This design comes from an exercise in tuning for small area and a short achievable clock period on the open sky130 flow, not from production work.
Only simulation tests tie the RTL to the original design; equivalence was not proved.
Power and IR drop assume default switching activity. The clock port is modelled as an ideal driver; clocking choices that lean on that would not hold on a real chip.

Design byte_ring_fifo_packet_admit_top, start of the top module:
module byte_ring_fifo_packet_admit_top (
  input  logic                         clk_i,
  input  logic                         rst_ni,
  input  logic                         start,
  output logic                         busy,
  input  logic [21:0]                  cmd_i,
  output logic                         result_valid_o,
  output logic [32:0]                  result_o,
  input  logic                         psel,
  input  logic                         penable,
  input  logic                         pwrite,
  input  logic [brfpa_pkg::ADDR_W-1:0] paddr,
  input  logic [31:0]                  pwdata,
  output logic [31:0]                  prdata,
  output logic                         pready
);
==> flow/config.mk <==
export PLATFORM = sky130hd
export DESIGN_NAME = byte_ring_fifo_packet_admit_top
export DESIGN_NICKNAME = byte_ring_fifo_packet_admit_top
export VERILOG_FILES = /design/flow/design.v
export SDC_FILE = /design/flow/constraint.sdc
export NUM_CORES = 4
export LEC_CHECK = 0
export CAP_MARGIN = 20
export CORE_MARGIN = 2
export CORE_UTILIZATION = 55
export SETUP_SLACK_MARGIN = 2.8
export SLEW_MARGIN = 20
export SYNTH_HIERARCHICAL = 1
export SYNTH_MINIMUM_KEEP_SIZE = 0
export TNS_END_PERCENT = 10
==> flow/constraint.sdc <==
create_clock -name core_clock -period 5.5 [get_ports {clk_i}]
set_input_delay 1.1000 -clock core_clock [delete_from_list [all_inputs] [get_ports {clk_i}]]
set_output_delay 1.1000 -clock core_clock [all_outputs]
set_load 0.01 [all_outputs]
standard.sh (not shown) runs the stock make flow with config.mk's settings and CLKGATE_MAP_FILE= SYNTH_SCRIPT=/design/flow/synth_recipe.tcl, a recipe that flattens the netlist after the stock synthesis.
==> flow/flow/run.sh <==
#!/bin/bash
set -euo pipefail
export BUFFER_PORTS_ARGS="-buffer_cell sky130_fd_sc_hd__buf_2"
export CTS_ARGS="-sink_clustering_enable -repair_clock_nets -dont_use_dummy_load -sink_clustering_size 26 -sink_clustering_max_diameter 100"
bash standard.sh finish > standard.log 2>&1
The first run completed without violations.
Then changed:
Settings changed: PLACE_DENSITY set to 0.8, SETUP_SLACK_MARGIN 2.8 to 2.95, TNS_END_PERCENT 10 to not set.
The new run finished clean. Total power came out higher by 1.2%. Non-clock buffer count came out higher by 61. Routed wire length came out lower by 2.1%. Maximum frequency came out higher by 12%. Global-route usage came out lower by 0.77 points. Register-to-register slack improved by 0.32 ns. Synthesized area is unchanged. Worst setup slack improved by 0.32 ns. Final area came out higher by 1.3%. Die area is unchanged. Sequential share of layout area came out lower by 0.67 points.
Then changed:
Settings changed: SETUP_SLACK_MARGIN 2.95 to 2.8.
- via count fell by 0.83%
- clock-buffer cell count is unchanged
- non-clock buffer count falls by 63
- setup slack degrades by 0.18 ns
- cell count fell by 0.79%
- sequential share of layout area grows by 0.67 points
- synthesized area does not change
- total power fell by 1.7%
- synthesized cell count stays the same
Then changed:
Settings changed: PLACE_DENSITY 0.8 to not set.
Outcome: Non-clock buffer count goes up by 6. Fmax went down slightly. Register-to-register slack got worse by 0.03 ns. Die area is unchanged. Via count is lower slightly. Final area is higher slightly. Total power came out higher slightly. Clock skew is lower by 0.059 ns. Global-route usage rose by 0.97 points. Clock-buffer cell count went down by 2.


Another version of the RTL of byte_ring_fifo_packet_admit_top (not shown whole).
For scale: ~5900 cells after synthesis, ~2100 flip-flops, ~130 I/O pins.
Design byte_ring_fifo_packet_admit_top, start of the top module:
module byte_ring_fifo_packet_admit_top (
  input  logic                         clk_i,
  input  logic                         rst_ni,
  input  logic                         start,
  output logic                         busy,
  input  logic [21:0]                  cmd_i,
  output logic                         result_valid_o,
  output logic [32:0]                  result_o,
  input  logic                         psel,
  input  logic                         penable,
  input  logic                         pwrite,
  input  logic [brfpa_pkg::ADDR_W-1:0] paddr,
  input  logic [31:0]                  pwdata,
  output logic [31:0]                  prdata,
  output logic                         pready
);
  localparam int DEPTH = 256;
  logic [1:0]  kind;
  logic [7:0]  data;
  logic        first;
  logic [10:0] len;
  assign kind  = cmd_i[21:20];
  assign data  = cmd_i[19:12];
  assign first = cmd_i[11];
  assign len   = cmd_i[10:0];
  logic [3:0]  cap_log2_q;
  logic [8:0]  cap_q;             
  logic [8:0]  count_q;           
  logic [8:0]  free_q;            
  logic [10:0] rp_q;              
  logic        adm_q, drp_q;      
  logic        open_q;            
  logic        valid_q;
  logic [1:0]  status_q;
  logic [7:0]  rd_q;              
  logic        we_q, we_nq;       
  logic [7:0]  wd_q;              
  logic        rbyp_q;            
  logic [15:0] hi_nq, lo_nq;      
  logic [7:0]  mem_q [DEPTH];
  logic clear;
  assign clear  = psel & penable & pwrite & ~paddr[2];
  assign pready = 1'b1;
  assign prdata = paddr[2] ? 32'd0 : {28'd0, cap_log2_q};
  ...
Settings: LEC_CHECK=0, CAP_MARGIN=20, CORE_MARGIN=2, CORE_UTILIZATION=45, SETUP_SLACK_MARGIN=2.8, SLEW_MARGIN=20, SYNTH_HIERARCHICAL=1, SYNTH_MINIMUM_KEEP_SIZE=0; clock period 5.5 ns.
run.sh (not shown) runs the stock make flow with config.mk's settings and CLKGATE_MAP_FILE= SYNTH_SCRIPT=/design/flow/synth_recipe.tcl, a recipe that flattens the netlist after the stock synthesis.
Stock flow here: none of the scripts above is used.
Next try:
==> flow/flow/run.sh (new file) <==
#!/bin/bash
set -euo pipefail
export BUFFER_PORTS_ARGS="-buffer_cell sky130_fd_sc_hd__buf_2"
export CTS_ARGS="-sink_clustering_enable -repair_clock_nets -dont_use_dummy_load -sink_clustering_size 30 -sink_clustering_max_diameter 120"
bash standard.sh finish > standard.log 2>&1
==> flow/standard.sh (new file) <==
#!/bin/bash
# synth_recipe.tcl (not shown) runs the flow's synth.tcl, then flattens the netlist and writes it again
# the make line also repeats each setting of config.mk as NAME=value (left out here)
make -C /OpenROAD-flow-scripts/flow DESIGN_CONFIG=/design/flow/config.mk WORK_HOME=/design/flow/orfs CLKGATE_MAP_FILE= SYNTH_SCRIPT=/design/flow/synth_recipe.tcl "${@:-finish}"
removed: flow/run.sh
After rerunning:
- core utilization went down by 3.6 points
- setup slack improves by 86 ps
- critical path depth went up by 2
- combinational power went down by a few percent
- clock-buffer cell count went down by 240
- die area is unchanged
- total power went down by about a fifth
- sequential share of layout area went up by 3.6 points
- synthesized area stays the same


Another version of the RTL of byte_ring_fifo_packet_admit_top (not shown whole).
For scale: ~6000 cells after synthesis, ~2100 flip-flops, roughly 130 I/O pins.
==> flow/config.mk <==
export PLATFORM = sky130hd
export DESIGN_NAME = byte_ring_fifo_packet_admit_top
export DESIGN_NICKNAME = byte_ring_fifo_packet_admit_top
export VERILOG_FILES = /design/flow/design.v
export SDC_FILE = /design/flow/constraint.sdc
export NUM_CORES = 4
export LEC_CHECK = 0
export CAP_MARGIN = 20
export CORE_MARGIN = 2
export CORE_UTILIZATION = 45
export SETUP_SLACK_MARGIN = 2.8
export SLEW_MARGIN = 20
export SYNTH_HIERARCHICAL = 1
export SYNTH_MINIMUM_KEEP_SIZE = 0
==> flow/constraint.sdc <==
create_clock -name core_clock -period 5.5 [get_ports {clk_i}]
set_input_delay 1.1000 -clock core_clock [delete_from_list [all_inputs] [get_ports {clk_i}]]
set_output_delay 1.1000 -clock core_clock [all_outputs]
set_load 0.01 [all_outputs]
standard.sh (not shown) runs the stock make flow with config.mk's settings and CLKGATE_MAP_FILE= SYNTH_SCRIPT=/design/flow/synth_recipe.tcl, a recipe that flattens the netlist after the stock synthesis.
==> flow/flow/run.sh <==
#!/bin/bash
set -euo pipefail
export BUFFER_PORTS_ARGS="-buffer_cell sky130_fd_sc_hd__buf_2"
export CTS_ARGS="-sink_clustering_enable -repair_clock_nets -dont_use_dummy_load -sink_clustering_size 30 -sink_clustering_max_diameter 120"
bash standard.sh finish > standard.log 2>&1
The first run went through all stages and came out clean.
Edit:
==> flow/flow/run.sh (replaced) <==
#!/bin/bash
set -euo pipefail
export BUFFER_PORTS_ARGS="-buffer_cell sky130_fd_sc_hd__buf_2"
export CTS_ARGS="-sink_clustering_enable -repair_clock_nets -dont_use_dummy_load -sink_clustering_size 26 -sink_clustering_max_diameter 100"
bash standard.sh finish > standard.log 2>&1
Settings changed: CORE_UTILIZATION 45 to 55.
Register-to-register slack improves by 0.02 ns.
Maximum frequency increases by 0.82%.
Worst setup slack improves by 0.023 ns.
Critical path depth increases by 1.
Total power increases by 1.1%.

afterwards: timing with drivers on the ports:
Ports are ideal in the flow. The routed layouts listed here were re-timed in OpenROAD. Step 1, drivers: a clkbuf_16 drives clk_i and a buf_2 each remaining input, both assumed. Step 2 adds t to the input delays and takes it off the output delays; t is the mean of the earliest and latest rising clock arrival at the registers after step 1. Input paths then give back, and output paths get back, about the clock's delay inside the block. Slacks: no drivers / after step 1 / after step 2; pairs: no drivers / after step 1.
run | t, ns | setup WS [ns] | cell pins on the clock port's net
the first run of note 1 | 0.796 | 2.575 / 2.575 / 2.218 | 1
the second run of note 1 | 0.796 | 2.894 / 2.836 / 2.322 | 1
the third run of note 1 | 0.796 | 2.712 / 2.712 / 2.167 | 1
the fourth run of note 1 | 0.792 | 2.687 / 2.687 / 2.228 | 1
the first run of note 2 | 0.921 | 2.594 / 2.594 / 1.983 | 1
the second run of note 2 | 0.787 | 2.680 / 2.680 / 2.244 | 1
the first run of note 3 | 0.810 | 2.699 / 2.699 / 2.247 | 1
the second run of note 3 | 0.794 | 2.722 / 2.722 / 2.193 | 1
After both steps setup and hold are still met in every run listed. For the first run of note 2, which loses most, drivers alone change the setup slack by 0.000 ns; drivers and shift together by -0.611 ns.
